This is an optimization exercise on Yosys and OpenROAD, whose aim is small area, a short achievable clock period and few clock cycles, not a production implementation.
Function was not checked in any run shown here: the RTL went through the layout flow alone.
In runs 3 to 6 the design's own scripts or RTL, not TritonCTS, make the clock network.
The flow treats the clock pin as an ideal source. Dropping or thinning the clock tree relies on that and would not hold on a real chip.
Power figures rest on the tool's default switching activity, not on a simulated workload.

==> design/flow/design.v <==
package echoPortalPkg;
  typedef struct packed {
    logic [7:0]  wordCount;   
    logic [7:0]  method;
    logic [15:0] portal;
  } portalHeaderT;
  typedef struct packed {
    logic [7:0]                                 method;
    logic [2:0]                                 wordCount;   
    logic [4-1:0][32-1:0] words;
  } requestMsgT;
  typedef struct packed {
    logic [7:0]                                 method;
    logic [2:0]                                 wordCount;   
    logic [5-1:0][32-1:0] words;
  } indicationMsgT;
endpackage
`timescale 1ns/10ps
module echoPortalTop (
  input  logic                  CLK,
  input  logic                  RST_N,
  input  logic                  sinkBeat,
  input  logic [32-1:0] sinkData,
  input  logic                  sinkLast,
  output logic                  sinkReady,
  input  logic                  sourceBeat,
  output logic                  sourceValid,
  output logic [32-1:0] sourceData,
  output logic                  sourceLast,
  output logic                  badPortal
);
  localparam int D = 4;    
  localparam int M = 3;    
  localparam logic [1:0] C_ECHO = 2'd0, C_SWAP = 2'd1, C_SUM = 2'd2, C_ERR = 2'd3;
  localparam int SEG = 4;                   
  localparam int NS  = 32 / SEG;     
  logic          inHdr;      
  logic          pend;       
  logic [2:0]    cnt;        
  logic          curBad;     
  logic [1:0]    curCls;     
  logic [1:0]    hdrCls;
  logic          taken, keepSt, commit, endEv, push;
  logic [2:0]    pushK;      
  logic [2:0]    pushKOut;   
  logic [32-1:0] mem [D];
  logic [D-1:0]  wrOH;       
  logic [D-1:0]  rdOH;       
  logic [D-1:0]  occT;       
  logic          pop;
  logic [1:0]    mCls [M];
  logic [2:0]    mKOut[M];   
  logic [M-1:0]  mWrOH, mRdOH;
  logic [M-1:0]  mOccT;      
  logic          mPop, qPush;
  always_comb begin
    case (sinkData[23:16])
      8'h00: hdrCls = C_ECHO;
      8'h01: hdrCls = C_SWAP;
      8'h02:  hdrCls = C_SUM;
      default:      hdrCls = C_ERR;
    endcase
  end
  assign taken  = sinkBeat && sinkReady;
  assign keepSt = !inHdr && !cnt[2] && !curBad && (curCls != C_ERR);
  assign commit = taken && keepSt;
  assign endEv  = pend || (taken && sinkLast && !inHdr);
  assign push   = endEv && !curBad;
  assign pushK    = (inHdr || curCls == C_ERR) ? 3'd0 : (cnt[2] ? 3'd4 : cnt + 3'd1);
  assign pushKOut = pushK + {2'd0, curCls == C_SUM};
  always_ff @(posedge CLK) begin
    if (!RST_N) begin
      inHdr     <= 1'b1;
      pend      <= 1'b0;
      cnt       <= '0;
      curBad    <= 1'b0;
      curCls    <= C_ECHO;
      badPortal <= 1'b0;
    end else begin
      badPortal <= endEv && curBad;
      pend      <= taken && sinkLast && inHdr;
      if (taken) begin
        inHdr <= sinkLast;
        if (inHdr) begin
          curBad <= (sinkData[15:0] != 16'h0005);
          curCls <= hdrCls;
          cnt    <= '0;
        end else if (!cnt[2]) begin
          cnt <= cnt + 3'd1;
        end
      end
    end
  end
  always_ff @(posedge CLK) begin
    for (int i = 0; i < D; i++)
      if (wrOH[i] && !occT[D-1]) mem[i] <= sinkData;
  end
  always_ff @(posedge CLK) begin
    for (int i = 0; i < M; i++)
      if (mWrOH[i] && !mOccT[M-1]) begin
        mCls[i]  <= curCls;
        mKOut[i] <= pushKOut;
      end
  end
  logic [D-1:0] occTNext, wrOHNext;
  logic         fullNext, nextKeep, mRoom0, mRoom1, pendGood;
  logic [M-1:0] mOccA;
  always_comb begin
    for (int i = 0; i < D; i++)
      occTNext[i] = ((i + 1 < D) ? occT[(i + 1) % D] : 1'b0)
                  | (occT[i] && (!pop || commit))
                  | (((i > 0) ? occT[(i + D - 1) % D] : 1'b1) && commit && !pop);
    wrOHNext = commit ? {wrOH[D-2:0], wrOH[D-1]} : wrOH;
    fullNext = !pop && (occT[D-1] || (occT[D-2] && commit));
    nextKeep = taken ? (!sinkLast && (inHdr || (keepSt && cnt < 3'd3))) : keepSt;
    pendGood = pend && !curBad;
    mOccA    = mPop ? {1'b0, mOccT[M-1:1]} : mOccT;
    mRoom0   = pendGood ? !mOccA[M-2] : !mOccA[M-1];
    mRoom1   = pendGood ? !mOccA[M-3] : !mOccA[M-2];
  end
  always_ff @(posedge CLK) begin
    if (!RST_N) begin
      occT      <= '0;
      wrOH      <= D'(1);
      rdOH      <= D'(1);
      mOccT     <= '0;
      mWrOH     <= M'(1);
      mRdOH     <= M'(1);
      sinkReady <= 1'b1;
    end else begin
      occT  <= occTNext;
      wrOH  <= wrOHNext;
      if (pop)   rdOH  <= {rdOH[D-2:0], rdOH[D-1]};
      if (qPush) mWrOH <= {mWrOH[M-2:0], mWrOH[M-1]};
      if (mPop)  mRdOH <= {mRdOH[M-2:0], mRdOH[M-1]};
      for (int i = 0; i < M; i++)
        mOccT[i] <= ((i + 1 < M) ? mOccT[(i + 1) % M] : 1'b0)
                  | (mOccT[i] && !(hdrGo && mOccT[0] && !push))
                  | (((i > 0) ? mOccT[(i + M - 1) % M] : 1'b1) && push && !hdrGo);
      sinkReady <= ((taken && sinkLast) ? mRoom1 : mRoom0) && !(fullNext && nextKeep);
    end
  end
  logic [2:0]            oRem;      
  logic                  oSwap, oSumPend;
  logic [32-1:0] acc;
  logic [NS-1:0]         accCy;     
  logic [32-1:0] accNext, cyVec, sumFold;
  logic [NS-1:0]         accCyNext;
  logic                  adv, idleOut, load, hdrGo;
  logic [32-1:0] head;
  logic [1:0]            qCls, hCls;
  logic [2:0]            qKOut, qK, hK, hKOut;
  always_comb begin
    accCyNext = '0;
    cyVec     = '0;
    for (int j = 0; j < NS; j++) begin
      logic [SEG:0] t;
      t = {1'b0, acc[j*SEG +: SEG]} + {1'b0, head[j*SEG +: SEG]} + {{SEG{1'b0}}, (j > 0) && accCy[j]};
      accNext[j*SEG +: SEG] = t[SEG-1:0];
      if (j + 1 < NS) accCyNext[j+1] = t[SEG];
      if (j > 0) cyVec[j*SEG] = accCy[j];
    end
    sumFold = acc + cyVec;
  end
  always_comb begin
    head = '0;
    for (int i = 0; i < D; i++)
      head = head | (mem[i] & {32{rdOH[i]}});
    qCls = '0;
    qKOut = '0;
    for (int i = 0; i < M; i++) begin
      qCls  = qCls  | (mCls[i]  & {2{mRdOH[i]}});
      qKOut = qKOut | (mKOut[i] & {3{mRdOH[i]}});
    end
  end
  assign adv     = !sourceValid || sourceBeat;
  assign idleOut = !sourceValid || ((oRem == 3'd0) && !oSumPend);
  assign qK      = qKOut - {2'd0, qCls == C_SUM};
  assign hCls    = mOccT[0] ? qCls : curCls;
  assign hK      = mOccT[0] ? qK : pushK;
  assign hKOut   = mOccT[0] ? qKOut : pushKOut;
  assign load    = mOccT[0] || push;
  assign hdrGo   = adv && idleOut;           
  assign pop     = adv && sourceValid && (oRem != 3'd0);
  assign mPop    = hdrGo && mOccT[0];
  assign qPush   = push && !(hdrGo && !mOccT[0]);
  always_ff @(posedge CLK) begin
    if (!RST_N) begin
      sourceValid <= 1'b0;
      oRem        <= '0;
      oSumPend    <= 1'b0;
    end else if (adv) begin
      if (!idleOut) begin
        sourceValid <= 1'b1;
        if (oRem != 3'd0) oRem <= oRem - 3'd1;
        else              oSumPend <= 1'b0;
      end else begin
        sourceValid <= load;
        oRem        <= hK;
        oSumPend    <= (hCls == C_SUM);
      end
    end
  end
  always_ff @(posedge CLK) begin
    if (adv) begin
      if (!idleOut && oRem != 3'd0) begin
        sourceData <= oSwap ? {head[15:0], head[31:16]} : head;
        sourceLast <= (oRem == 3'd1) && !oSumPend;
        acc        <= accNext;
        accCy      <= accCyNext;
      end else if (!idleOut) begin
        sourceData <= sumFold;
        sourceLast <= 1'b1;
      end else begin
        sourceData <= {5'd0, hKOut,
                       (hCls == C_ERR) ? 8'hFF : {6'd0, hCls},
                       16'h0006};
        sourceLast <= (hKOut == 3'd0);
        oSwap      <= (hCls == C_SWAP);
        acc        <= '0;
        accCy      <= '0;
      end
    end
  end
endmodule
==> design/flow/flow/run.sh <==
#!/bin/bash
set -o pipefail
bash standard.sh SETUP_SLACK_MARGIN=5.75 \
  "BUFFER_PORTS_ARGS=-buffer_cell sky130_fd_sc_hd__buf_2" \
  "PRE_CTS_TCL=$PWD/flow/clock_tree.tcl" \
  "CTS_ARGS=-clk_nets CLK" \
  finish > standard.log 2>&1
==> design/flow/flow/clock_tree.tcl <==
# Two-level clock tree: the clock port drives one root buffer, which drives NL leaf buffers, each
# placed at the centre of a group of flip-flops cut from the placement by
# alternate x/y median splits; each leaf drives its group's clock pins.
proc split_groups {pins n} {
  # pins: list of {x y iterm}; returns n groups
  set groups [list $pins]
  set axis 0
  while {[llength $groups] < $n} {
    set ng {}
    foreach g $groups {
      set s [lsort -integer -index $axis $g]
      set h [expr {[llength $s] / 2}]
      lappend ng [lrange $s 0 [expr {$h - 1}]] [lrange $s $h end]
    }
    set groups $ng
    set axis [expr {1 - $axis}]
  }
  return $groups
}
proc mk_clock_tree {nl bufname rootname} {
  set db [ord::get_db]
  set block [ord::get_db_block]
  set clk [$block findNet CLK]
  set master [$db findMaster $bufname]
  set pins {}
  foreach it [$clk getITerms] {
    set inst [$it getInst]
    set bb [$inst getBBox]
    lappend pins [list [expr {([$bb xMin] + [$bb xMax]) / 2}] [expr {([$bb yMin] + [$bb yMax]) / 2}] $it]
  }
  set groups [split_groups $pins $nl]
  # root buffer at the centre of all the clock pins, driven by the port
  set sx 0; set sy 0
  foreach p $pins { incr sx [lindex $p 0]; incr sy [lindex $p 1] }
  set root [odb::dbInst_create $block [$db findMaster $rootname] "clkroot"]
  $root setLocation [expr {$sx / [llength $pins]}] [expr {$sy / [llength $pins]}]
  $root setPlacementStatus PLACED
  set rnet [odb::dbNet_create $block "clknet_root"]
  $rnet setSigType CLOCK
  [$root findITerm A] connect $clk
  [$root findITerm X] connect $rnet
  foreach t [$root getITerms] { if {[[$t getMTerm] getSigType] eq "POWER"} { $t connect [$block findNet VDD] } elseif {[[$t getMTerm] getSigType] eq "GROUND"} { $t connect [$block findNet VSS] } }
  set i 0
  foreach g $groups {
    set sx 0; set sy 0
    foreach p $g { incr sx [lindex $p 0]; incr sy [lindex $p 1] }
    set cx [expr {$sx / [llength $g]}]; set cy [expr {$sy / [llength $g]}]
    set inst [odb::dbInst_create $block $master "clkleaf_$i"]
    $inst setLocation $cx $cy
    $inst setPlacementStatus PLACED
    set net [odb::dbNet_create $block "clknet_leaf_$i"]
    $net setSigType CLOCK
    foreach p $g {
      set it [lindex $p 2]
      $it disconnect
      $it connect $net
    }
    [$inst findITerm A] connect $rnet
    [$inst findITerm X] connect $net
    foreach t [$inst getITerms] { if {[[$t getMTerm] getSigType] eq "POWER"} { $t connect [$block findNet VDD] } elseif {[[$t getMTerm] getSigType] eq "GROUND"} { $t connect [$block findNet VSS] } }
    incr i
  }
}

mk_clock_tree 16 sky130_fd_sc_hd__clkbuf_16 sky130_fd_sc_hd__clkbuf_16
==> design/flow/standard.sh <==
#!/bin/bash
# synth_recipe.tcl (not shown) runs the flow's synth.tcl, then flattens the netlist and writes it again
# the make line also repeats each setting of config.mk as NAME=value (left out here)
make -C /OpenROAD-flow-scripts/flow DESIGN_CONFIG=/design/flow/config.mk WORK_HOME=/design/flow/orfs CLKGATE_MAP_FILE= SYNTH_SCRIPT=/design/flow/synth_recipe.tcl "${@:-finish}"
==> design/flow/config.mk <==
export PLATFORM = sky130hd
export DESIGN_NAME = echoPortalTop
export DESIGN_NICKNAME = echoPortalTop
export VERILOG_FILES = /design/flow/design.v
export SDC_FILE = /design/flow/constraint.sdc
export NUM_CORES = 4
export LEC_CHECK = 0
export CAP_MARGIN = 20
export CORE_MARGIN = 2
export CORE_UTILIZATION = 40
export SETUP_SLACK_MARGIN = 5
export SLEW_MARGIN = 20
==> design/flow/constraint.sdc <==
create_clock -name core_clock -period 8.5 [get_ports {CLK}]
set_input_delay 1.7000 -clock core_clock [delete_from_list [all_inputs] [get_ports {CLK}]]
set_output_delay 1.7000 -clock core_clock [all_outputs]
set_load 0.01 [all_outputs]
==> flow_metrics.py, run 1 <==
metrics = {
    "run_status": {
        "status": "no timing/DRC/antenna violations",
    },
    "flow_run": {
        "maxCapViolations": 0,
    },
    "global_route": {
        "grt-ovfl-total": 0,
        "grt_busiest_layer": "met2",
        "grt_max_degree": 65,
        "grtUsageMet2": 0.287,
        "antenna_found_initial": 2,
        "use_met3": 0.0253,
        "grt_pass1_wl_mm": 44.6,
        "grt_usage": 0.185,
        "grt_pass1_vias": 7564,
        "gr-usage-met1": 0.275,
    },
    "synth": {
        "ys_top_cells_by_area": "edfxtp_1 (55%), dfxtp_1 (6.1%), ha_1 (4.3%)",
        "async_reset_ff_frac": 0,
        "yosysUniqueCellTypes": 66,
        "ys_ff_latch": 252,
        "ys_warn_count": 4,
        "yosysSeqAreaShare": 0.613,
        "synth_top_area_frac": 0.552,
        "synthFlopType": "edfxtp_1",
        "synth.cells.most_frequent": "edfxtp_1 (216), nand2_1 (80), nor2_1 (69)",
        "syn_area_mm2": 0.0118,
        "yosysTopAreaCell": "edfxtp_1",
        "syn_avg_cell_area_um2": 12.4,
        "postSynthCellCount": 948,
        "synth_fp_nets": 1040,
        "synth_edf_count": 216,
        "post-synth-top-count-cell": "edfxtp_1",
    },
    "worst_setup_path": {
        "crit_arrival_ns": 1.09,
        "critPathSlowestCell": "dfxtp_2",
        "r2r_slack_ns": 5.85,
        "path_buf_inv": 1,
        "cp_data_required_time_ns": 6.80,
        "path_max_fanout": 10,
        "worstSetupPathType": "flip-flop to output pin",
        "crit_path_cell_trace": "buf_2",
        "crit_family": "flip-flops",
        "max_stage_delay_ns": 0.44,
        "critPathCaptureType": "output pin",
        "r2r_end": "accCy[2]",
        "cp-start-kind": "flip-flop",
        "ff2ff_path_depth": 9,
        "r2r_start": "rdOH[1]",
    },
    "sta": {
        "final-max-slew-violation-count": 0,
        "fin_skew_ns": 0.0131,
        "clock.fmax_ghz": 0.358,
        "rsz0062_at_grt": "true",
        "slew_headroom": 0.273,
        "fin_ws_ns": 5.71,
        "worst_slew_pin_slew_ns": 1.09,
        "min_period_ns": 2.79,
        "fin_tns_setup_ns": 0,
        "finalSetupViolations": 0,
        "period_share": 0.329,
        "hold_viol_final": 0,
    },
    "layout": {
        "fin_cells": 1408,
        "drive_above_1_share": 0.181,
        "fin_util": 0.471,
        "fin_nets": 1118,
        "insertedDiodeCount": 0,
        "fin_area_mm2": 0.0136,
        "nFillCells": 2548,
        "area_growth_pct": 15.4,
    },
    "route": {
        "firstDrtPassIters": 5,
        "via_per_inst": 5.53,
        "ant_nets": 0,
        "vias": 7791,
        "avgRoutedWirePerCell_um": 20.3,
        "drt_iter0_drc": 793,
        "wl_mm": 28.6,
        "drc_errors": 0,
    },
    "floorplan": {
        "die_w_um": 175,
        "initial_utilization": 0.408,
        "design.core.area_mm2": 0.0288,
        "die_h_um": 175,
        "die_area_mm2": 0.0308,
        "boundaryPins": 73,
        "rows": 62,
    },
    "power": {
        "p_leak_nw": 5.17,
        "power_density_mw_per_mm2": 178,
        "ir_worst_vdd_v": 0.000158,
    },
    "cts": {
        "clk_latency_ns": 0.48,
        "cts.clk_slew.worst_paths_ns": 0.07,
        "ctsHoldBuffers": 0,
    },
    "place": {
        "post-dp-hpwl_mm": 18.9,
        "dp_cells": 1365,
        "dpl_cell_area_mm2": 0.0125,
        "pre_cts_slack_ns": 4.14,
        "io_buffers": 72,
        "gp_congestion": 0.811,
    },
    "worst_hold_path": {
        "min_to": "oRem[1]",
        "hold_start": "oRem[1]",
        "holdCritPathClass": "flip-flop to flip-flop",
        "whs_path_depth": 2,
    },
}
per-layer routing:
layer | wire length, um | part of all wire | vias to the layer above
li1 | - | - | 3731
met1 | 13200 | 0.46 | 3776
met2 | 12700 | 0.45 | 232
met3 | 1860 | 0.065 | 48
met4 | 755 | 0.026 | 4
met5 | 21 | 0.00074 | -
what timing repair did:
| action | in CTS | in global routing |
|---|---|---|
| buffers inserted | 16 | 2 |
| cloned | 7 | 0 |
| pin swaps | 16 | 0 |
| gates resized for setup | 60 | 18 |
| endpoints found under the setup margin | 141 | 21 |
stage by stage:
step / power [W] / hold WS (ns)
after global routing: 0.00250 / 0.473
after floorplan: 0.00159 / 0.443
after CTS: 0.00228 / 0.449
final: 0.00241 / 0.460
after detailed placement: 0.00168 / 0.461
after global placement: 0.00167 / 0.462
worst max path at each step:
stage,depth (start not counted),slack (ns),start,to
final,1,5.71,sourceValid,sourceValid
after global routing,1,5.65,sourceValid,sourceValid
after CTS,6,5.65,sinkBeat,mOccT[0]
after detailed placement,5,4.14,sourceBeat,acc[7]
after global placement,5,4.20,sourceBeat,accCy[2]
after floorplan,4,4.97,sourceBeat,accCy[1]
area by class of cell:
cell class / instances / area [um2] / area share
tap: 384 / 480 / 0.0354
buffer: 17 / 425 / 0.0314
timing repair inverter: 6 / 45.0 / 0.00332
multi-input combinational: 623 / 4590 / 0.338
sequential: 252 / 7210 / 0.532
inverter: 25 / 101 / 0.00748
timing repair buffer: 101 / 708 / 0.0522
layout by cell type, fill, tap and decap left out, drive strengths merged, types with 3 or more instances in the layout:
cell type  Yosys  layout
a21boi        12      12
a21o          18      18
a21oi         59      59
a221oi        11      11
a222oi         5       5
a22o          13      13
a22oi         47      47
a31oi          9       9
and2           5       5
and3          19      19
and4           4       4
buf            7     101
clkbuf        41      17
clkinvlp       0       8
dfxtp         36      36
edfxtp       216     216
fa            15      15
ha            40      40
inv           25      23
mux2i          8       8
nand2         81      81
nand2b         3       3
nand3         22      22
nand4          4       4
nor2          70      70
nor2b         20      20
nor3          11      11
nor4           6       6
o211ai         3       3
o21a           8       8
o21ai         43      43
o22ai         14      14
o31a           4       4
or3            3       3
xnor2         21      21
xor2          19      19
logic make-up (layout without fill, tap and decap cells):
kind of cell | after synthesis | count (layout) | synth area share
buf+inv | 73 | 149 | 0.0241
simple gates | 256 | 256 | 0.104
flops | 252 | 252 | 0.613
compound gates | 260 | 260 | 0.150
xor+xnor | 40 | 40 | 0.0298
fa+ha+maj | 57 | 57 | 0.0698
mux | 10 | 10 | 0.00873
power breakdown:
part	internal [W]	leakage, nW	switching, W
registers	0.00139	2.50	0.0000287
logic	0.000102	2.46	0.000158
clock network	0.000349	0.209	0.000383
sequential cells by signal, indices dropped and copies added (netlist names), 2 cells and up:
name        count
wrOH            4
sourceData     32
mCls            6
cnt             3
mKOut           9
mRdOH           3
rdOH            4
mOccT           3
oRem            3
occT            4
mem           128
accCy           7
curCls          2
acc            32
mWrOH           3
==> inputs of run 2 (changes only) <==
--- a/design/flow/design.v
+++ b/design/flow/design.v
@@ -154,13 +154,66 @@
     accCyNext = '0;
     cyVec     = '0;
     for (int j = 0; j < NS; j++) begin
-      logic [SEG:0] t;
-      t = {1'b0, acc[j*SEG +: SEG]} + {1'b0, head[j*SEG +: SEG]} + {{SEG{1'b0}}, (j > 0) && accCy[j]};
-      accNext[j*SEG +: SEG] = t[SEG-1:0];
-      if (j + 1 < NS) accCyNext[j+1] = t[SEG];
+      logic [SEG-1:0] a, b, g, p;
+      logic [SEG:0]   c;
+      a = acc[j*SEG +: SEG];
+      b = head[j*SEG +: SEG];
+      g = a & b;
+      p = a ^ b;
+      c[0] = (j > 0) && accCy[j];
+      for (int i = 1; i <= SEG; i++) begin
+        logic t;
+        t = c[0];
+        for (int k = 0; k < i; k++) t = t & p[k];
+        for (int k = 0; k < i; k++) begin
+          logic u;
+          u = g[k];
+          for (int m = k + 1; m < i; m++) u = u & p[m];
+          t = t | u;
+        end
+        c[i] = t;
+      end
+      accNext[j*SEG +: SEG] = p ^ c[SEG-1:0];
+      if (j + 1 < NS) accCyNext[j+1] = c[SEG];
       if (j > 0) cyVec[j*SEG] = accCy[j];
     end
-    sumFold = acc + cyVec;
+  end
+  logic [NS-1:0] segAll, segK, segG, segCin;
+  always_comb begin
+    for (int j = 0; j < NS; j++) begin
+      logic y;
+      y = (j > 0) && accCy[j];
+      segAll[j] = &acc[j*SEG +: SEG];
+      segK[j]   = segAll[j] || ((acc[j*SEG +: SEG] == SEG'((1 << SEG) - 2)) && y);   
+      segG[j]   = segAll[j] && y;                                                    
+    end
+    for (int j = 0; j < NS; j++) begin
+      logic t;
+      t = 1'b0;
+      for (int i = 0; i < j; i++) begin
+        logic u;
+        u = segG[i];
+        for (int k = i + 1; k < j; k++) u = u & segK[k];
+        t = t | u;
+      end
+      segCin[j] = t;
+    end
+    for (int j = 0; j < NS; j++) begin
+      logic y, d0, e;
+      logic [SEG-1:0] a, r;
+      y  = (j > 0) && accCy[j];
+      a  = acc[j*SEG +: SEG];
+      d0 = y ^ segCin[j];
+      e  = (y && segCin[j]) || (a[0] && d0);    
+      r[0] = a[0] ^ d0;
+      for (int i = 1; i < SEG; i++) begin
+        logic t;
+        t = e;
+        for (int k = 1; k < i; k++) t = t & a[k];
+        r[i] = a[i] ^ t;
+      end
+      sumFold[j*SEG +: SEG] = r;
+    end
   end
   always_comb begin
     head = '0;
==> flow_metrics.py, run 2 <==
metrics = {
    "run_status": {
        "status": "no timing/DRC/antenna violations",
    },
    "place": {
        "pre_cts_slack_ns": 5.34,
        "gp_congestion": 0.840,
        "dpl_cell_area_mm2": 0.0125,
        "dp_cells": 1372,
        "io_buffers": 72,
        "post-dp-hpwl_mm": 18.5,
    },
    "worst_setup_path": {
        "crit_arrival_ns": 1.18,
        "crit_path_cell_trace": "buf_2",
        "critPathSlowestCell": "dfxtp_4",
        "cp-start-kind": "flip-flop",
        "worstSetupPathType": "flip-flop to output pin",
        "cp_data_required_time_ns": 6.80,
        "crit_family": "flip-flops",
        "r2r_slack_ns": 5.71,
        "path_buf_inv": 1,
        "path_max_fanout": 15,
        "max_stage_delay_ns": 0.50,
        "critPathCaptureType": "output pin",
    },
    "synth": {
        "ys_warn_count": 4,
        "postSynthCellCount": 950,
        "yosysUniqueCellTypes": 59,
        "synthFlopType": "edfxtp_1",
        "ys_ff_latch": 252,
        "synth_fp_nets": 1063,
        "syn_area_mm2": 0.0118,
        "synth.cells.most_frequent": "edfxtp_1 (216), nand2_1 (92), a21oi_1 (65)",
        "async_reset_ff_frac": 0,
        "yosysTopAreaCell": "edfxtp_1",
        "post-synth-top-count-cell": "edfxtp_1",
        "synth_edf_count": 216,
        "syn_avg_cell_area_um2": 12.4,
        "ys_top_cells_by_area": "edfxtp_1 (55%), ha_1 (6.6%), dfxtp_1 (6.1%)",
        "synth_top_area_frac": 0.550,
        "yosysSeqAreaShare": 0.612,
    },
    "layout": {
        "fin_cells": 1423,
        "fin_nets": 1153,
        "top_register": "mem",
        "layout_commonest_cell": "edfxtp_1",
        "largest_reg_flops": 128,
        "area_growth_pct": 16.3,
        "top_regs": "mem: 128 flops, acc: 32 flops, sourceData: 32 flops",
        "drive_above_1_share": 0.203,
        "layout_common_cells": "edfxtp_1 (216), nand2_1 (79), buf_2 (69)",
        "fin_area_mm2": 0.0137,
    },
    "sta": {
        "fin_skew_ns": 0.0133,
        "whs_ns": 0.511,
        "clock.fmax_ghz": 0.347,
        "fin_tns_setup_ns": 0,
        "fin_ws_ns": 5.62,
        "hold_viol_final": 0,
        "min_period_ns": 2.88,
        "finalSetupViolations": 0,
        "period_share": 0.339,
        "rsz0062_at_grt": "true",
        "slew_headroom": 0.435,
        "final-max-slew-violation-count": 0,
        "worst_slew_pin_slew_ns": 0.847,
    },
    "cts": {
        "clk_latency_ns": 0.47,
        "cts.clk_slew.worst_paths_ns": 0.07,
    },
    "floorplan": {
        "die_w_um": 176,
        "die_area_mm2": 0.0309,
        "boundaryPins": 73,
        "rows": 62,
        "die_h_um": 176,
        "design.core.area_mm2": 0.0289,
        "initial_utilization": 0.408,
    },
    "global_route": {
        "antenna_found_initial": 1,
        "grt_pass1_wl_mm": 42.9,
        "grt_usage": 0.177,
        "grt-ovfl-total": 0,
        "grt_pass1_vias": 7370,
        "grt_max_degree": 65,
    },
    "route": {
        "dr.max_layer_used": "met4",
        "wl_met3_mm": 1.70,
        "avgRoutedWirePerCell_um": 19.6,
        "met1_length_mm": 12.8,
        "drt_iter0_drc": 727,
        "vias": 7753,
        "met2_length_mm": 12.8,
        "wl_mm": 27.9,
        "ant_nets": 0,
        "via_per_inst": 5.45,
        "drc_errors": 0,
        "firstDrtPassIters": 5,
    },
    "power": {
        "p_leak_nw": 5.21,
        "ir_worst_vdd_v": 0.000120,
        "power_density_mw_per_mm2": 175,
    },
    "flow_run": {
        "maxCapViolations": 0,
    },
    "worst_hold_path": {
        "holdCritPathClass": "flip-flop to flip-flop",
    },
}
## run 2: cell types whose count changed after synthesis, moves of 7 or more
cell,delta
ha_1,+22
a21o_1,-15
and3_1,-12
a22o_1,-8
nand2_1,+12
o21ai_0,+11
nand3_1,+11
inv_1,+14
nand2b_1,+7
clkbuf_1,-8
a22oi_1,+14
nor2_1,-10
## run 2: final timing paths
| path | from | endpoint | depth (start not counted) |
|---|---|---|---|
| hold reg to reg | mWrOH[0] | mWrOH[0] | 2 |
| setup / recovery | sourceValid | sourceValid | 1 |
| hold / removal | mWrOH[0] | mWrOH[0] | 2 |
| setup reg to reg | accCy[1] | sourceData[27] | 10 |
## run 2: area by class of cell
| type | instances | area, um2 |
|---|---|---|
| diodes | 1 | 2.50 |
| multi-input cells | 616 | 4660 |
| flip-flops and latches | 252 | 7220 |
| well taps | 384 | 480 |
| fillers | 2551 | 15100 |
| inverters | 41 | 164 |
| plain buffers | 17 | 425 |
| repair buffers | 112 | 753 |
## run 2: layer usage
| layer | global-route usage | vias up |
|---|---|---|
| met5 | 0 | - |
| met4 | 0.0293 | 0 |
| met3 | 0.0214 | 31 |
| met2 | 0.281 | 223 |
| met1 | 0.266 | 3809 |
| li1 | - | 3690 |
## run 2: cell families (layout without fill, tap and decap cells)
| family | count (synthesis) | after routing | share of synthesized area |
|---|---|---|---|
| multiplexers | 11 | 11 | 0.00934 |
| AND/OR/NAND/NOR | 245 | 248 | 0.0954 |
| flip-flops | 252 | 252 | 0.612 |
| AO/OA/AOI/OAI | 244 | 244 | 0.138 |
| adder cells (fa/ha/maj) | 79 | 79 | 0.0922 |
| buffers and inverters | 85 | 170 | 0.0282 |
| XOR/XNOR | 34 | 34 | 0.0253 |
| other | 0 | 1 | 0 |
## run 2: metrics by stage
step,power (W),util
floorplan,0.00158,-
global placement,0.00166,0.435
detailed placement,0.00167,0.435
CTS,0.00227,0.464
global route,0.00250,0.475
finish,0.00240,0.475
## run 2: power by group
part | leakage [nW] | switching, W | internal, W
logic | 2.49 | 0.000155 | 0.0000992
clock network | 0.209 | 0.000384 | 0.000349
registers | 2.52 | 0.0000277 | 0.00139
total | 5.21 | 0.000567 | 0.00183
## run 2: repair_timing
action,CTS,global route
pin swaps,11,15
hold buffers,0,0
resized for setup,58,57
buffers inserted,17,13
gates cloned,3,0
endpoints found under the setup margin,117,36
==> inputs of run 3 (changes only) <==
--- a/design/flow/design.v
+++ b/design/flow/design.v
@@ -154,66 +154,13 @@
     accCyNext = '0;
     cyVec     = '0;
     for (int j = 0; j < NS; j++) begin
-      logic [SEG-1:0] a, b, g, p;
-      logic [SEG:0]   c;
-      a = acc[j*SEG +: SEG];
-      b = head[j*SEG +: SEG];
-      g = a & b;
-      p = a ^ b;
-      c[0] = (j > 0) && accCy[j];
-      for (int i = 1; i <= SEG; i++) begin
-        logic t;
-        t = c[0];
-        for (int k = 0; k < i; k++) t = t & p[k];
-        for (int k = 0; k < i; k++) begin
-          logic u;
-          u = g[k];
-          for (int m = k + 1; m < i; m++) u = u & p[m];
-          t = t | u;
-        end
-        c[i] = t;
-      end
-      accNext[j*SEG +: SEG] = p ^ c[SEG-1:0];
-      if (j + 1 < NS) accCyNext[j+1] = c[SEG];
+      logic [SEG:0] t;
+      t = {1'b0, acc[j*SEG +: SEG]} + {1'b0, head[j*SEG +: SEG]} + {{SEG{1'b0}}, (j > 0) && accCy[j]};
+      accNext[j*SEG +: SEG] = t[SEG-1:0];
+      if (j + 1 < NS) accCyNext[j+1] = t[SEG];
       if (j > 0) cyVec[j*SEG] = accCy[j];
     end
-  end
-  logic [NS-1:0] segAll, segK, segG, segCin;
-  always_comb begin
-    for (int j = 0; j < NS; j++) begin
-      logic y;
-      y = (j > 0) && accCy[j];
-      segAll[j] = &acc[j*SEG +: SEG];
-      segK[j]   = segAll[j] || ((acc[j*SEG +: SEG] == SEG'((1 << SEG) - 2)) && y);   
-      segG[j]   = segAll[j] && y;                                                    
-    end
-    for (int j = 0; j < NS; j++) begin
-      logic t;
-      t = 1'b0;
-      for (int i = 0; i < j; i++) begin
-        logic u;
-        u = segG[i];
-        for (int k = i + 1; k < j; k++) u = u & segK[k];
-        t = t | u;
-      end
-      segCin[j] = t;
-    end
-    for (int j = 0; j < NS; j++) begin
-      logic y, d0, e;
-      logic [SEG-1:0] a, r;
-      y  = (j > 0) && accCy[j];
-      a  = acc[j*SEG +: SEG];
-      d0 = y ^ segCin[j];
-      e  = (y && segCin[j]) || (a[0] && d0);    
-      r[0] = a[0] ^ d0;
-      for (int i = 1; i < SEG; i++) begin
-        logic t;
-        t = e;
-        for (int k = 1; k < i; k++) t = t & a[k];
-        r[i] = a[i] ^ t;
-      end
-      sumFold[j*SEG +: SEG] = r;
-    end
+    sumFold = acc + cyVec;
   end
   always_comb begin
     head = '0;
==> design/flow/flow/run.sh (replaced) <==
#!/bin/bash
set -o pipefail
bash standard.sh SETUP_SLACK_MARGIN=5.85 \
  "BUFFER_PORTS_ARGS=-buffer_cell sky130_fd_sc_hd__buf_2" \
  "PRE_CTS_TCL=$PWD/flow/clock_tree.tcl" \
  finish > standard.log 2>&1
==> design/flow/flow/clock_tree.tcl (replaced) <==
# Balanced two-level clock tree built in place of TritonCTS's. The flip-flops
# are cut into NL groups by median splits of the placement (largest group
# first, along its longer side); each group gets a leaf buffer at its centre.
# The leaves are cut the same way into NR groups, each driven by a root
# buffer at the centre of its leaves; the clock port drives the NR roots.
proc split_groups {pins n} {
  # pins: list of {x y item}; returns n groups
  set groups [list $pins]
  while {[llength $groups] < $n} {
    set bi 0
    for {set i 1} {$i < [llength $groups]} {incr i} {
      if {[llength [lindex $groups $i]] > [llength [lindex $groups $bi]]} { set bi $i }
    }
    set g [lindex $groups $bi]
    set xs [lmap p $g {lindex $p 0}]
    set ys [lmap p $g {lindex $p 1}]
    set w [expr {[tcl::mathfunc::max {*}$xs] - [tcl::mathfunc::min {*}$xs]}]
    set h [expr {[tcl::mathfunc::max {*}$ys] - [tcl::mathfunc::min {*}$ys]}]
    set axis [expr {$w >= $h ? 0 : 1}]
    set s [lsort -integer -index $axis $g]
    set half [expr {[llength $s] / 2}]
    set groups [lreplace $groups $bi $bi [lrange $s 0 [expr {$half - 1}]] [lrange $s $half end]]
  }
  return $groups
}
proc centre {g} {
  set sx 0; set sy 0
  foreach p $g { incr sx [lindex $p 0]; incr sy [lindex $p 1] }
  return [list [expr {$sx / [llength $g]}] [expr {$sy / [llength $g]}]]
}
proc add_buffer {block master name xy innet outname} {
  set inst [odb::dbInst_create $block $master $name]
  $inst setLocation [lindex $xy 0] [lindex $xy 1]
  $inst setPlacementStatus PLACED
  set net [odb::dbNet_create $block $outname]
  $net setSigType CLOCK
  [$inst findITerm A] connect $innet
  [$inst findITerm X] connect $net
  foreach t [$inst getITerms] {
    set st [[$t getMTerm] getSigType]
    if {$st eq "POWER"} { $t connect [$block findNet VDD] } elseif {$st eq "GROUND"} { $t connect [$block findNet VSS] }
  }
  return $net
}
proc mk_clock_tree {nr nl bufname rootname} {
  set db [ord::get_db]
  set block [ord::get_db_block]
  set clk [$block findNet CLK]
  set pins {}
  foreach it [$clk getITerms] {
    set bb [[$it getInst] getBBox]
    lappend pins [list [expr {([$bb xMin] + [$bb xMax]) / 2}] [expr {([$bb yMin] + [$bb yMax]) / 2}] $it]
  }
  set leaves {}
  set i 0
  foreach g [split_groups $pins $nl] {
    lappend leaves [concat [centre $g] [list $g $i]]
    incr i
  }
  set r 0
  foreach rg [split_groups $leaves $nr] {
    set rnet [add_buffer $block [$db findMaster $rootname] "clkroot_$r" [centre $rg] $clk "clknet_root_$r"]
    foreach l $rg {
      set li [lindex $l 3]
      set lnet [add_buffer $block [$db findMaster $bufname] "clkleaf_$li" [lrange $l 0 1] $rnet "clknet_leaf_$li"]
      foreach p [lindex $l 2] {
        set it [lindex $p 2]
        $it disconnect
        $it connect $lnet
      }
    }
    incr r
  }
}

mk_clock_tree 4 16 sky130_fd_sc_hd__clkbuf_16 sky130_fd_sc_hd__clkbuf_16

# the tree above replaces TritonCTS's, which this step would otherwise run
rename clock_tree_synthesis tritoncts_unused
proc clock_tree_synthesis {args} { puts "clock tree built by flow/clock_tree.tcl" }
==> flow_metrics.py, run 3 <==
metrics = {
    "place": {
        "io_buffers": 72,
        "post-dp-hpwl_mm": 18.9,
        "dp_cells": 1364,
        "gp_congestion": 0.802,
        "pre_cts_slack_ns": 4.14,
    },
    "floorplan": {
        "boundaryPins": 73,
        "design.core.area_mm2": 0.0288,
        "die_h_um": 175,
        "die_area_mm2": 0.0308,
        "initial_utilization": 0.408,
        "die_w_um": 175,
        "rows": 62,
    },
    "cts": {
        "clk_latency_ns": 0.31,
        "cts.clk_slew.worst_paths_ns": 0.08,
    },
    "sta": {
        "finalSetupViolations": 0,
        "worst_slew_pin_slew_ns": 1.05,
        "rsz0062_at_grt": "true",
        "slew_headroom": 0.301,
        "min_period_ns": 2.75,
        "fin_ws_ns": 5.75,
        "fin_skew_ns": 0.0242,
        "final-max-slew-violation-count": 0,
        "period_share": 0.323,
        "whs_ns": 0.453,
        "clock.fmax_ghz": 0.364,
        "fin_tns_setup_ns": 0,
        "hold_viol_final": 0,
    },
    "synth": {
        "syn_avg_cell_area_um2": 12.4,
        "synth_edf_count": 216,
        "ys_ff_latch": 252,
        "synth_fp_nets": 1040,
        "synthFlopType": "edfxtp_1",
        "yosysUniqueCellTypes": 66,
        "yosysTopAreaCell": "edfxtp_1",
        "ys_warn_count": 4,
        "postSynthCellCount": 948,
        "syn_area_mm2": 0.0118,
        "ys_top_cells_by_area": "edfxtp_1 (55%), dfxtp_1 (6.1%), ha_1 (4.3%)",
        "async_reset_ff_frac": 0,
        "yosysSeqAreaShare": 0.613,
        "post-synth-top-count-cell": "edfxtp_1",
        "synth.cells.most_frequent": "edfxtp_1 (216), nand2_1 (80), nor2_1 (69)",
        "synth_top_area_frac": 0.552,
    },
    "route": {
        "vias": 7910,
        "drc_errors": 0,
        "ant_nets": 0,
        "avgRoutedWirePerCell_um": 20.5,
        "drt_iter0_drc": 710,
        "via_per_inst": 5.56,
        "firstDrtPassIters": 5,
        "wl_mm": 29.1,
    },
    "layout": {
        "nFillCells": 2568,
        "insertedDiodeCount": 0,
        "fin_cells": 1422,
        "largest_reg_flops": 128,
        "drive_above_1_share": 0.202,
        "top_regs": "mem: 128 flops, acc: 32 flops, sourceData: 32 flops",
        "layout_common_cells": "edfxtp_1 (216), nand2_1 (70), nor2_1 (68)",
        "top_register": "mem",
        "fin_nets": 1132,
        "area_growth_pct": 17.8,
        "layout_commonest_cell": "edfxtp_1",
    },
    "power": {
        "power_density_mw_per_mm2": 179,
        "ir_worst_vdd_v": 0.000145,
        "finalPower_w": 0.00248,
        "p_leak_nw": 5.28,
    },
    "worst_setup_path": {
        "critPathLaunch": "sourceValid",
        "crit_path_cell_trace": "buf_12 > buf_2",
        "r2r_start": "rdOH[1]",
        "worstSetupPathType": "flip-flop to output pin",
        "critPathSlowestCell": "dfxtp_4",
        "cp-start-kind": "flip-flop",
        "path_max_fanout": 19,
        "path_buf_inv": 2,
        "crit_family": "flip-flops",
        "max_stage_delay_ns": 0.42,
        "critPathCaptureType": "output pin",
        "cp_data_required_time_ns": 6.80,
        "crit_arrival_ns": 1.05,
    },
    "global_route": {
        "grt_pass1_wl_mm": 45.1,
        "antenna_found_initial": 1,
        "grt_max_degree": 65,
        "grt-ovfl-total": 0,
        "grt_usage": 0.188,
        "grt_pass1_vias": 7724,
    },
    "run_status": {
        "status": "no timing/DRC/antenna violations",
    },
    "worst_hold_path": {
        "hold_start": "oRem[1]",
        "holdCritPathClass": "flip-flop to flip-flop",
    },
    "flow_run": {
        "maxCapViolations": 0,
    },
}
[run 3: cell types whose count changed in the layout (fill, tap and decap cells not counted), sizes merged, moves of 7 or more]
cell	delta
a21o	+15
nand2b	-7
inv	-17
ha	-22
a22oi	-14
a22o	+8
nor2	+11
nand3	-11
nand2	-14
o21ai	-10
and3	+12
[run 3: logic make-up (layout without fill, tap and decap cells)]
kind of cell / after synthesis / in the layout / share of synthesized area
muxes: 10 / 10 / 0.00873
and+or+nand+nor: 256 / 256 / 0.104
buffers and inverters: 73 / 163 / 0.0241
AOI/OAI and AO/OA: 260 / 260 / 0.150
xor gates and xnor gates: 40 / 40 / 0.0298
adders and majority gates: 57 / 57 / 0.0698
DFF: 252 / 252 / 0.613
[run 3: metal layers]
layer | vias up | GRT usage | share of wire
met5 | - | 0 | 0.00045
met3 | 48 | 0.0290 | 0.066
met2 | 241 | 0.287 | 0.45
li1 | 3747 | - | -
met4 | 2 | 0.0462 | 0.029
met1 | 3872 | 0.281 | 0.46
[run 3: where the power goes]
part	switching [W]	internal, W	total [W]	leakage [nW]
Sequential	0.0000295	0.00139	0.00142	2.51
Clock	0.000380	0.000419	0.000800	0.246
Combinational	0.000159	0.000108	0.000267	2.53
Total	0.000569	0.00191	0.00248	5.28
[run 3: final timing paths]
check	endpoint	slack (ns)	depth (start not counted)
hold reg to reg	oRem[1]	0.45	2
hold / removal	oRem[1]	0.45	2
setup reg to reg	accCy[4]	5.94	9
setup / recovery	sourceValid	5.75	2
[run 3: repair_timing]
item	in CTS	in global routing
gates cloned	5	0
endpoints found under the setup margin	152	60
hold buffers	0	0
hold endpoints to repair	0	0
pin swaps	23	2
buffers inserted	30	2
gates resized for setup	81	27
[run 3: area by class of cell]
| class | instances | area [um2] | area share |
|---|---|---|---|
| Multi-Input combinational cell | 623 | 4640 | 0.335 |
| Timing Repair Buffer | 114 | 880 | 0.0635 |
| Buffer | 20 | 500 | 0.0361 |
| Tap cell | 384 | 480 | 0.0347 |
| Timing Repair inverter | 4 | 30.0 | 0.00217 |
| Inverter | 25 | 101 | 0.00732 |
| Sequential cell | 252 | 7220 | 0.521 |
[run 3: per-stage QoR]
step                 util  instance area, um2
floorplan               -               11800
global placement    0.436               12600
detailed placement  0.436               12600
CTS                 0.476               13700
global route        0.481               13800
finish              0.481               13800
[run 3: worst reg2reg max path, delay by kind of cell (launching register included)]
family                   cells  cell delay [ns]
AO/OA/AOI/OAI                4             0.91
adder cells (fa/ha/maj)      2             0.74
buffers and inverters        2             0.30
flip-flops                   1             0.32
AND/OR/NAND/NOR              1             0.05
==> inputs of run 4 (changes only) <==
==> design/flow/flow/run.sh (replaced) <==
#!/bin/bash
set -o pipefail
bash standard.sh SETUP_SLACK_MARGIN=5.5 \
  "BUFFER_PORTS_ARGS=-buffer_cell sky130_fd_sc_hd__buf_2" \
  "PRE_CTS_TCL=$PWD/flow/clock_tree.tcl" \
  finish > standard.log 2>&1
==> flow_metrics.py, run 4 <==
metrics = {
    "synth": {
        "synth_top_area_frac": 0.552,
        "postSynthCellCount": 948,
        "ys_warn_count": 4,
        "synth_edf_count": 216,
        "yosysSeqAreaShare": 0.613,
        "post-synth-top-count-cell": "edfxtp_1",
        "yosysUniqueCellTypes": 66,
        "syn_area_mm2": 0.0118,
        "ys_top_cells_by_area": "edfxtp_1 (55%), dfxtp_1 (6.1%), ha_1 (4.3%)",
        "yosysTopAreaCell": "edfxtp_1",
        "synthFlopType": "edfxtp_1",
        "synth_fp_nets": 1040,
        "ys_ff_latch": 252,
        "syn_avg_cell_area_um2": 12.4,
        "synth.cells.most_frequent": "edfxtp_1 (216), nand2_1 (80), nor2_1 (69)",
        "async_reset_ff_frac": 0,
    },
    "power": {
        "p_leak_nw": 5.09,
        "ir_worst_vdd_v": 0.000120,
        "power_density_mw_per_mm2": 185,
        "finalPower_w": 0.00246,
    },
    "worst_setup_path": {
        "ff2ff_path_depth": 9,
        "cp_data_required_time_ns": 8.55,
        "worstSetupPathType": "flip-flop to flip-flop",
        "r2r_end": "accCy[2]",
        "r2r_start": "rdOH[1]",
        "crit_end": "accCy[2]",
        "cp-start-kind": "flip-flop",
        "path_max_fanout": 19,
        "crit_arrival_ns": 2.90,
        "r2r_slack_ns": 5.65,
        "critPathLaunch": "rdOH[1]",
        "critPathCaptureType": "flip-flop",
    },
    "sta": {
        "final-max-slew-violation-count": 0,
        "worst_slew_pin_slew_ns": 1.07,
        "rsz0062_at_grt": "true",
        "fin_ws_ns": 5.65,
        "finalSetupViolations": 0,
        "period_share": 0.335,
        "clock.fmax_ghz": 0.351,
        "min_period_ns": 2.85,
        "fin_tns_setup_ns": 0,
        "hold_viol_final": 0,
        "fin_skew_ns": 0.0238,
        "slew_headroom": 0.285,
    },
    "global_route": {
        "grt_max_degree": 65,
        "grt_pass1_vias": 7246,
        "grt-ovfl-total": 0,
        "grt_pass1_wl_mm": 43.2,
        "grt_usage": 0.180,
        "antenna_found_initial": 3,
    },
    "cts": {
        "clk_latency_ns": 0.31,
        "cts.clk_slew.worst_paths_ns": 0.07,
    },
    "layout": {
        "fin_area_mm2": 0.0132,
        "insertedDiodeCount": 0,
        "fin_nets": 1108,
        "top_register": "mem",
        "largest_reg_flops": 128,
        "area_growth_pct": 12.7,
        "layout_commonest_cell": "edfxtp_1",
        "top_regs": "mem: 128 flops, acc: 32 flops, sourceData: 32 flops",
        "layout_common_cells": "edfxtp_1 (216), nand2_1 (78), buf_2 (72)",
        "drive_above_1_share": 0.146,
    },
    "route": {
        "drc_errors": 0,
        "avgRoutedWirePerCell_um": 20.2,
        "via_per_inst": 5.56,
        "drt_iter0_drc": 708,
        "vias": 7767,
        "wl_mm": 28.3,
        "ant_nets": 0,
        "firstDrtPassIters": 5,
    },
    "place": {
        "dpl_cell_area_mm2": 0.0125,
        "gp_congestion": 0.840,
        "io_buffers": 72,
        "post-dp-hpwl_mm": 18.6,
        "pre_cts_slack_ns": 4.14,
    },
    "run_status": {
        "status": "no timing/DRC/antenna violations",
    },
    "floorplan": {
        "die_w_um": 175,
        "boundaryPins": 73,
        "die_h_um": 175,
        "die_area_mm2": 0.0308,
        "design.core.area_mm2": 0.0288,
        "rows": 62,
        "initial_utilization": 0.408,
    },
    "worst_hold_path": {
        "holdCritPathClass": "flip-flop to flip-flop",
        "hold_start": "oRem[1]",
        "whs_path_depth": 2,
    },
    "flow_run": {
        "maxCapViolations": 0,
    },
}
## run 4: cell counts after synthesis
No cell type changed its count.
## run 4: area by class of cell
type | instances | area, um2
multi-input cells | 623 | 4390
repair buffers | 89 | 524
fillers | 2609 | 15500
plain buffers | 20 | 500
flip-flops and latches | 252 | 7210
well taps | 384 | 480
repair inverters | 5 | 37.5
inverters | 25 | 101
## run 4: repair_timing
| action | 4_1_cts | 5_1_grt |
|---|---|---|
| hold endpoints to repair | 0 | 0 |
| cloned | 5 | 0 |
| endpoints found under the setup margin | 118 | 10 |
| buffers inserted | 9 | 0 |
| resized for setup | 21 | 5 |
| hold buffers | 0 | 0 |
| pin swaps | 4 | 0 |
## run 4: routing by layer
| metal | routed length [um] | vias to the layer above | track usage |
|---|---|---|---|
| met1 | 13500 | 3773 | 0.279 |
| met2 | 12500 | 247 | 0.278 |
| met5 | 11 | - | 0 |
| met3 | 1750 | 33 | 0.0193 |
| li1 | - | 3712 | - |
| met4 | 472 | 2 | 0.0226 |
## run 4: through the flow
stage	cells	util	hold WS, ns
finish	1398	0.460	0.469
global route	1398	0.460	0.504
CTS	1397	0.459	0.464
detailed placement	1363	0.435	0.464
global placement	1363	0.435	0.464
floorplan	948	-	0.443
## run 4: worst min-delay path by stage
stage | end | slack, ns
final | oRem[1] | 0.47
after global routing | oRem[1] | 0.50
after CTS | oRem[1] | 0.46
after detailed placement | oRem[1] | 0.46
after global placement | oRem[1] | 0.46
after floorplan | oRem[1] | 0.44
## run 4: kinds of logic (layout without fill, tap and decap cells)
| family | count (synthesis) | after routing | share of synthesized area |
|---|---|---|---|
| fa+ha+maj | 57 | 57 | 0.0698 |
| compound gates | 260 | 260 | 0.150 |
| mux | 10 | 10 | 0.00873 |
| xor+xnor | 40 | 40 | 0.0298 |
| buf+inv | 73 | 139 | 0.0241 |
| simple gates | 256 | 256 | 0.104 |
| flops | 252 | 252 | 0.613 |
## run 4: worst max-delay path, cell delays in order, from the launching register on
cell and delay (ns):
dfxtp_2 0.44, buf_6 0.23, a22o_1 0.22, a221oi_2 0.39, inv_1 0.11, fa_1 0.42, fa_1 0.42, a21o_1 0.17
a21oi_1 0.14, nor2_1 0.05
## run 4: power breakdown
| group | switching [W] | total (W) | internal, W |
|---|---|---|---|
| Clock | 0.000380 | 0.000798 | 0.000419 |
| Sequential | 0.0000278 | 0.00141 | 0.00139 |
| Combinational | 0.000152 | 0.000243 | 0.0000918 |
| Total | 0.000559 | 0.00246 | 0.00190 |
==> inputs of run 5 (changes only) <==
==> design/flow/flow/run.sh (replaced) <==
#!/bin/bash
set -o pipefail
bash standard.sh SETUP_SLACK_MARGIN=5.7 \
  "BUFFER_PORTS_ARGS=-buffer_cell sky130_fd_sc_hd__buf_2" \
  "PRE_CTS_TCL=$PWD/flow/clock_tree.tcl" \
  finish > standard.log 2>&1
==> flow_metrics.py, run 5 <==
metrics = {
    "run_status": {
        "status": "no timing/DRC/antenna violations",
    },
    "route": {
        "avgRoutedWirePerCell_um": 20.4,
        "firstDrtPassIters": 7,
        "wl_mm": 28.7,
        "dr.max_layer_used": "met5",
        "wl_met3_mm": 2.04,
        "met1_length_mm": 13.1,
        "drc_errors": 0,
        "ant_nets": 0,
        "vias": 7910,
        "via_per_inst": 5.61,
        "met2_length_mm": 12.9,
        "drt_iter0_drc": 775,
    },
    "synth": {
        "yosysSeqAreaShare": 0.613,
        "yosysUniqueCellTypes": 66,
        "syn_avg_cell_area_um2": 12.4,
        "synth_edf_count": 216,
        "yosysTopAreaCell": "edfxtp_1",
        "syn_area_mm2": 0.0118,
        "synthFlopType": "edfxtp_1",
        "synth_fp_nets": 1040,
        "synth.cells.most_frequent": "edfxtp_1 (216), nand2_1 (80), nor2_1 (69)",
        "ys_ff_latch": 252,
        "ys_top_cells_by_area": "edfxtp_1 (55%), dfxtp_1 (6.1%), ha_1 (4.3%)",
        "postSynthCellCount": 948,
        "async_reset_ff_frac": 0,
        "ys_warn_count": 4,
        "post-synth-top-count-cell": "edfxtp_1",
        "synth_top_area_frac": 0.552,
    },
    "sta": {
        "fin_skew_ns": 0.0258,
        "finalSetupViolations": 0,
        "rsz0062_at_grt": "true",
        "slew_headroom": 0.270,
        "fin_tns_setup_ns": 0,
        "hold_viol_final": 0,
        "worst_slew_pin_slew_ns": 1.09,
        "period_share": 0.323,
        "clock.fmax_ghz": 0.365,
        "final-max-slew-violation-count": 0,
        "min_period_ns": 2.74,
    },
    "worst_setup_path": {
        "path_buf_inv": 0,
        "r2r_slack_ns": 5.76,
        "ff2ff_path_depth": 8,
        "critPathCaptureType": "flip-flop",
        "worstSetupPathType": "flip-flop to flip-flop",
        "worst-path-stages": 8,
        "cp-start-kind": "flip-flop",
        "r2r_start": "accCy[1]",
        "critPathSlowestCell": "edfxtp_1",
        "path_max_fanout": 5,
        "crit_arrival_ns": 2.79,
        "crit_family": "compound AO/OA/AOI/OAI gates",
        "max_stage_delay_ns": 0.48,
        "timing.critical_path.mode_cell": "ha_1",
        "critPathLaunch": "accCy[1]",
        "cp_data_required_time_ns": 8.55,
        "crit_path_cell_trace": "ha_1 > ha_1 > a41o_1 > a31oi_2 > o21a_1 > nor2_1 > a2111oi_1 > nor3_1",
        "r2r_end": "sourceData[26]",
        "crit_end": "sourceData[26]",
    },
    "layout": {
        "largest_reg_flops": 128,
        "fin_cells": 1410,
        "top_register": "mem",
        "fin_nets": 1120,
        "drive_above_1_share": 0.172,
        "insertedDiodeCount": 0,
        "area_growth_pct": 15.3,
        "fin_area_mm2": 0.0136,
        "layout_commonest_cell": "edfxtp_1",
        "top_regs": "mem: 128 flops, acc: 32 flops, sourceData: 32 flops",
        "nFillCells": 2566,
        "layout_common_cells": "edfxtp_1 (216), nand2_1 (74), buf_2 (68)",
    },
    "place": {
        "dp_cells": 1364,
        "dpl_cell_area_mm2": 0.0125,
        "post-dp-hpwl_mm": 18.9,
        "io_buffers": 72,
        "gp_congestion": 0.830,
    },
    "flow_run": {
        "maxCapViolations": 0,
    },
    "global_route": {
        "grt_usage": 0.185,
        "grt_pass1_wl_mm": 44.5,
        "antenna_found_initial": 2,
        "grt_pass1_vias": 7522,
        "grt_max_degree": 65,
        "grt-ovfl-total": 0,
    },
    "floorplan": {
        "rows": 62,
        "die_h_um": 175,
        "design.core.area_mm2": 0.0288,
        "die_area_mm2": 0.0308,
        "initial_utilization": 0.408,
        "boundaryPins": 73,
        "die_w_um": 175,
    },
    "power": {
        "power_density_mw_per_mm2": 183,
        "ir_worst_vdd_v": 0.000141,
        "p_leak_nw": 5.21,
        "finalPower_w": 0.00248,
    },
    "worst_hold_path": {
        "holdCritPathClass": "flip-flop to flip-flop",
    },
    "cts": {
        "cts.clk_slew.worst_paths_ns": 0.08,
        "clk_latency_ns": 0.31,
    },
}
run 5: how the worst min path moves through the flow:
stage,start,to,cells after the start
global route,oRem[1],oRem[1],2
global placement,oRem[1],oRem[1],2
CTS,oRem[1],oRem[1],2
floorplan,oRem[1],oRem[1],2
detailed placement,oRem[1],oRem[1],2
finish,oRem[1],oRem[1],2
run 5: what timing repair did:
| item | CTS | global route |
|---|---|---|
| setup endpoints to repair | 129 | 46 |
| pin swaps | 12 | 0 |
| gates cloned | 6 | 0 |
| gates resized for setup | 47 | 13 |
| hold buffers | 0 | 0 |
| setup buffers | 17 | 2 |
run 5: per-stage QoR:
step	hold WS, ns	utilization	setup slack, ns
3_5_place_dp	0.476	0.436	4.20
4_1_cts	0.459	0.468	5.66
5_1_grt	0.493	0.471	5.60
3_3_place_gp	0.466	0.436	4.18
6_report	0.468	0.471	5.76
2_1_floorplan	0.443	-	4.97
run 5: layout make-up:
cell class | count | area (um2) | share of cell area
Timing Repair Buffer | 101 | 707 | 0.0522
Multi-Input combinational cell | 623 | 4520 | 0.333
Sequential cell | 252 | 7210 | 0.532
Tap cell | 384 | 480 | 0.0355
Timing Repair inverter | 5 | 37.5 | 0.00277
Buffer | 20 | 500 | 0.0369
Inverter | 25 | 101 | 0.00748
run 5: kinds of logic after synthesis:
group	count (synthesis)	share of synthesized area
adders and majority gates	57	0.0698
muxes	10	0.00873
DFF	252	0.613
and+or+nand+nor	256	0.104
AOI/OAI and AO/OA	260	0.150
xor gates and xnor gates	40	0.0298
buffers and inverters	73	0.0241
run 5: tightest hold or removal path, cell delays in order (launching register included):
cell,delay (ns)
dfxtp_1,0.32
nand2_1,0.06
a21boi_1,0.05
run 5: layer usage:
layer,track usage,up-vias
met3,0.0297,53
li1,-,3736
met1,0.276,3859
met4,0.0385,4
met5,0,-
met2,0.286,258
run 5: power by group:
group / switching, W / internal (W)
registers: 0.0000291 / 0.00139
clock network: 0.000385 / 0.000419
logic: 0.000157 / 0.000100
total: 0.000571 / 0.00191
==> inputs of run 6 (changes only) <==
--- a/design/flow/design.v
+++ b/design/flow/design.v
@@ -154,13 +154,66 @@
     accCyNext = '0;
     cyVec     = '0;
     for (int j = 0; j < NS; j++) begin
-      logic [SEG:0] t;
-      t = {1'b0, acc[j*SEG +: SEG]} + {1'b0, head[j*SEG +: SEG]} + {{SEG{1'b0}}, (j > 0) && accCy[j]};
-      accNext[j*SEG +: SEG] = t[SEG-1:0];
-      if (j + 1 < NS) accCyNext[j+1] = t[SEG];
+      logic [SEG-1:0] a, b, g, p;
+      logic [SEG:0]   c;
+      a = acc[j*SEG +: SEG];
+      b = head[j*SEG +: SEG];
+      g = a & b;
+      p = a ^ b;
+      c[0] = (j > 0) && accCy[j];
+      for (int i = 1; i <= SEG; i++) begin
+        logic t;
+        t = c[0];
+        for (int k = 0; k < i; k++) t = t & p[k];
+        for (int k = 0; k < i; k++) begin
+          logic u;
+          u = g[k];
+          for (int m = k + 1; m < i; m++) u = u & p[m];
+          t = t | u;
+        end
+        c[i] = t;
+      end
+      accNext[j*SEG +: SEG] = p ^ c[SEG-1:0];
+      if (j + 1 < NS) accCyNext[j+1] = c[SEG];
       if (j > 0) cyVec[j*SEG] = accCy[j];
     end
-    sumFold = acc + cyVec;
+  end
+  logic [NS-1:0] segAll, segK, segG, segCin;
+  always_comb begin
+    for (int j = 0; j < NS; j++) begin
+      logic y;
+      y = (j > 0) && accCy[j];
+      segAll[j] = &acc[j*SEG +: SEG];
+      segK[j]   = segAll[j] || ((acc[j*SEG +: SEG] == SEG'((1 << SEG) - 2)) && y);   
+      segG[j]   = segAll[j] && y;                                                    
+    end
+    for (int j = 0; j < NS; j++) begin
+      logic t;
+      t = 1'b0;
+      for (int i = 0; i < j; i++) begin
+        logic u;
+        u = segG[i];
+        for (int k = i + 1; k < j; k++) u = u & segK[k];
+        t = t | u;
+      end
+      segCin[j] = t;
+    end
+    for (int j = 0; j < NS; j++) begin
+      logic y, d0, e;
+      logic [SEG-1:0] a, r;
+      y  = (j > 0) && accCy[j];
+      a  = acc[j*SEG +: SEG];
+      d0 = y ^ segCin[j];
+      e  = (y && segCin[j]) || (a[0] && d0);    
+      r[0] = a[0] ^ d0;
+      for (int i = 1; i < SEG; i++) begin
+        logic t;
+        t = e;
+        for (int k = 1; k < i; k++) t = t & a[k];
+        r[i] = a[i] ^ t;
+      end
+      sumFold[j*SEG +: SEG] = r;
+    end
   end
   always_comb begin
     head = '0;
==> design/flow/flow/run.sh (replaced) <==
#!/bin/bash
set -o pipefail
bash standard.sh SETUP_SLACK_MARGIN=5.75 \
  "BUFFER_PORTS_ARGS=-buffer_cell sky130_fd_sc_hd__buf_2" \
  "PRE_CTS_TCL=$PWD/flow/clock_tree.tcl" \
  finish > standard.log 2>&1
==> flow_metrics.py, run 6 <==
metrics = {
    "sta": {
        "finalSetupViolations": 0,
        "clock.fmax_ghz": 0.349,
        "min_period_ns": 2.87,
        "period_share": 0.337,
        "fin_skew_ns": 0.0226,
        "worst_slew_pin_slew_ns": 0.805,
        "final-max-slew-violation-count": 0,
        "hold_viol_final": 0,
        "slew_headroom": 0.464,
        "fin_tns_setup_ns": 0,
        "rsz0062_at_grt": "true",
        "fin_ws_ns": 5.63,
    },
    "worst_setup_path": {
        "worstSetupPathType": "flip-flop to output pin",
        "r2r_slack_ns": 5.72,
        "r2r_end": "sourceData[27]",
        "crit_family": "flip-flops",
        "critPathCaptureType": "output pin",
        "critPathSlowestCell": "dfxtp_2",
        "ff2ff_path_depth": 10,
        "crit_path_cell_trace": "buf_2",
        "crit_arrival_ns": 1.17,
        "path_max_fanout": 15,
        "cp_data_required_time_ns": 6.80,
        "r2r_start": "acc[5]",
        "cp-start-kind": "flip-flop",
        "max_stage_delay_ns": 0.62,
        "path_buf_inv": 1,
        "critPathLaunch": "sourceValid",
    },
    "synth": {
        "synth_edf_count": 216,
        "post-synth-top-count-cell": "edfxtp_1",
        "ys_top_cells_by_area": "edfxtp_1 (55%), ha_1 (6.6%), dfxtp_1 (6.1%)",
        "synth.cells.most_frequent": "edfxtp_1 (216), nand2_1 (92), a21oi_1 (65)",
        "syn_avg_cell_area_um2": 12.4,
        "syn_area_mm2": 0.0118,
        "ys_warn_count": 4,
        "synth_fp_nets": 1063,
        "yosysUniqueCellTypes": 59,
        "async_reset_ff_frac": 0,
        "yosysSeqAreaShare": 0.612,
        "synthFlopType": "edfxtp_1",
        "ys_ff_latch": 252,
        "yosysTopAreaCell": "edfxtp_1",
        "postSynthCellCount": 950,
        "synth_top_area_frac": 0.550,
    },
    "route": {
        "met1_length_mm": 12.8,
        "met2_length_mm": 12.8,
        "firstDrtPassIters": 5,
        "dr.max_layer_used": "met4",
        "avgRoutedWirePerCell_um": 19.5,
        "wl_met3_mm": 1.66,
        "drc_errors": 0,
        "ant_nets": 0,
        "via_per_inst": 5.46,
        "drt_iter0_drc": 684,
        "wl_mm": 27.8,
        "vias": 7772,
    },
    "place": {
        "gp_congestion": 0.840,
        "io_buffers": 72,
        "pre_cts_slack_ns": 5.34,
        "post-dp-hpwl_mm": 18.5,
    },
    "layout": {
        "layout_common_cells": "edfxtp_1 (216), nand2_1 (81), buf_2 (69)",
        "largest_reg_flops": 128,
        "drive_above_1_share": 0.196,
        "layout_commonest_cell": "edfxtp_1",
        "fin_util": 0.475,
        "top_regs": "mem: 128 flops, acc: 32 flops, sourceData: 32 flops",
        "fin_nets": 1153,
        "area_growth_pct": 16.3,
        "top_register": "mem",
    },
    "global_route": {
        "grt-ovfl-total": 0,
        "grt_usage": 0.176,
        "grt_max_degree": 65,
        "grt_pass1_vias": 7411,
        "grt_pass1_wl_mm": 43.0,
        "antenna_found_initial": 2,
    },
    "worst_hold_path": {
        "whs_path_depth": 2,
        "holdCritPathClass": "flip-flop to flip-flop",
        "hold_start": "mWrOH[0]",
        "min_to": "mWrOH[0]",
    },
    "power": {
        "p_leak_nw": 5.24,
        "power_density_mw_per_mm2": 180,
        "ir_worst_vdd_v": 0.000113,
    },
    "floorplan": {
        "die_area_mm2": 0.0309,
        "initial_utilization": 0.408,
        "boundaryPins": 73,
        "rows": 62,
        "die_h_um": 176,
        "die_w_um": 176,
        "design.core.area_mm2": 0.0289,
    },
    "run_status": {
        "status": "no timing/DRC/antenna violations",
    },
    "cts": {
        "cts.clk_slew.worst_paths_ns": 0.07,
        "clk_latency_ns": 0.31,
        "ctsHoldBuffers": 0,
    },
    "flow_run": {
        "maxCapViolations": 0,
    },
}
## run 6: cell count changes after synthesis, moves of 7 or more
cell      change
a21o_1       -15
a22oi_1      +14
clkbuf_1      -8
inv_1        +14
nand2b_1      +7
a22o_1        -8
o21ai_0      +11
ha_1         +22
nor2_1       -10
and3_1       -12
nand3_1      +11
nand2_1      +12
## run 6: cells by family (layout without fill, tap and decap cells)
| logic type | Yosys count | in the layout | share of synthesized area |
|---|---|---|---|
| multiplexers | 11 | 11 | 0.00934 |
| buffers and inverters | 85 | 170 | 0.0282 |
| AO/OA/AOI/OAI | 244 | 244 | 0.138 |
| other | 0 | 2 | 0 |
| adder cells (fa/ha/maj) | 79 | 79 | 0.0922 |
| AND/OR/NAND/NOR | 245 | 248 | 0.0954 |
| XOR/XNOR | 34 | 34 | 0.0253 |
| flip-flops | 252 | 252 | 0.612 |
## run 6: layout make-up
class	instances	area, um2
Antenna cell	2	5.00
Buffer	20	500
Fill cell	2547	15100
Inverter	41	164
Multi-Input combinational cell	616	4620
Sequential cell	252	7210
Tap cell	384	480
Timing Repair Buffer	109	724
## run 6: worst max path at each step
stage                     endpoint  depth (start not counted)
floorplan                 mOccT[0]                          5
global placement          accCy[2]                         12
detailed placement        accCy[2]                         12
CTS                        occT[0]                          4
global route        sourceData[31]                         13
finish                 sourceValid                          1
## run 6: per-stage QoR
step	total power, W	area, um2	hold slack, ns	std cells
global route	0.00255	13700	0.534	1423
detailed placement	0.00167	12500	0.488	1372
global placement	0.00166	12500	0.480	1372
floorplan	0.00158	11800	0.456	950
finish	0.00246	13700	0.510	1424
CTS	0.00233	13500	0.489	1412
## run 6: what timing repair did
item | CTS | global route
pin swaps | 11 | 11
setup buffers | 17 | 10
gates cloned | 3 | 0
gates resized for setup | 60 | 39
endpoints found under the setup margin | 117 | 28
## run 6: where the power goes
group	leakage, nW	switching (W)	internal (W)	total, W
clock network	0.246	0.000377	0.000419	0.000796
logic	2.47	0.000154	0.0000978	0.000252
registers	2.52	0.0000279	0.00139	0.00141
## run 6: metal layers
metal,up-vias,GRT usage
met5,-,0
met4,0,0.0355
met3,40,0.0171
met2,234,0.279
met1,3802,0.266
li1,3696,-

==> separate check: timing with driven ports <==
How much do the figures lean on ideal ports? The routed layouts below were timed once more, with nothing changed but the port constraints. Step 1 assumes that a clkbuf_16 drives the clock port and a buf_2 every other input. Step 2 adds t to the input delays and takes it off the output delays; t is the mean of the earliest and latest rising clock arrival at the registers after step 1. Input paths then give back, and output paths get back, about the clock's delay inside the block. Three values: ideal ports, drivers, drivers and shift; two values: the first two.
run	shift t [ns]	setup slack, ns	worst hold slack (ns)	worst setup path at the end	worst register clock-pin slew, ns
run 1	0.516	5.706 / 5.659 / 5.591	0.460 / 0.460 / 0.460	input to register	0.08 / 0.08
run 2	0.511	5.618 / 5.575 / 5.577	0.511 / 0.511 / 0.511	input to register	0.08 / 0.08
run 3	0.398	5.752 / 5.653 / 5.577	0.453 / 0.453 / 0.453	input to register	0.08 / 0.08
run 4	0.395	5.650 / 5.555 / 5.472	0.469 / 0.469 / 0.469	input to register	0.07 / 0.07
run 5	0.399	5.757 / 5.666 / 5.603	0.468 / 0.468 / 0.468	input to register	0.08 / 0.08
run 6	0.399	5.634 / 5.532 / 5.580	0.510 / 0.510 / 0.510	input to register	0.08 / 0.08
After both steps setup and hold are still met in every run listed. For run 4, which loses most, drivers alone change the setup slack by -0.095 ns; drivers and shift together by -0.178 ns.
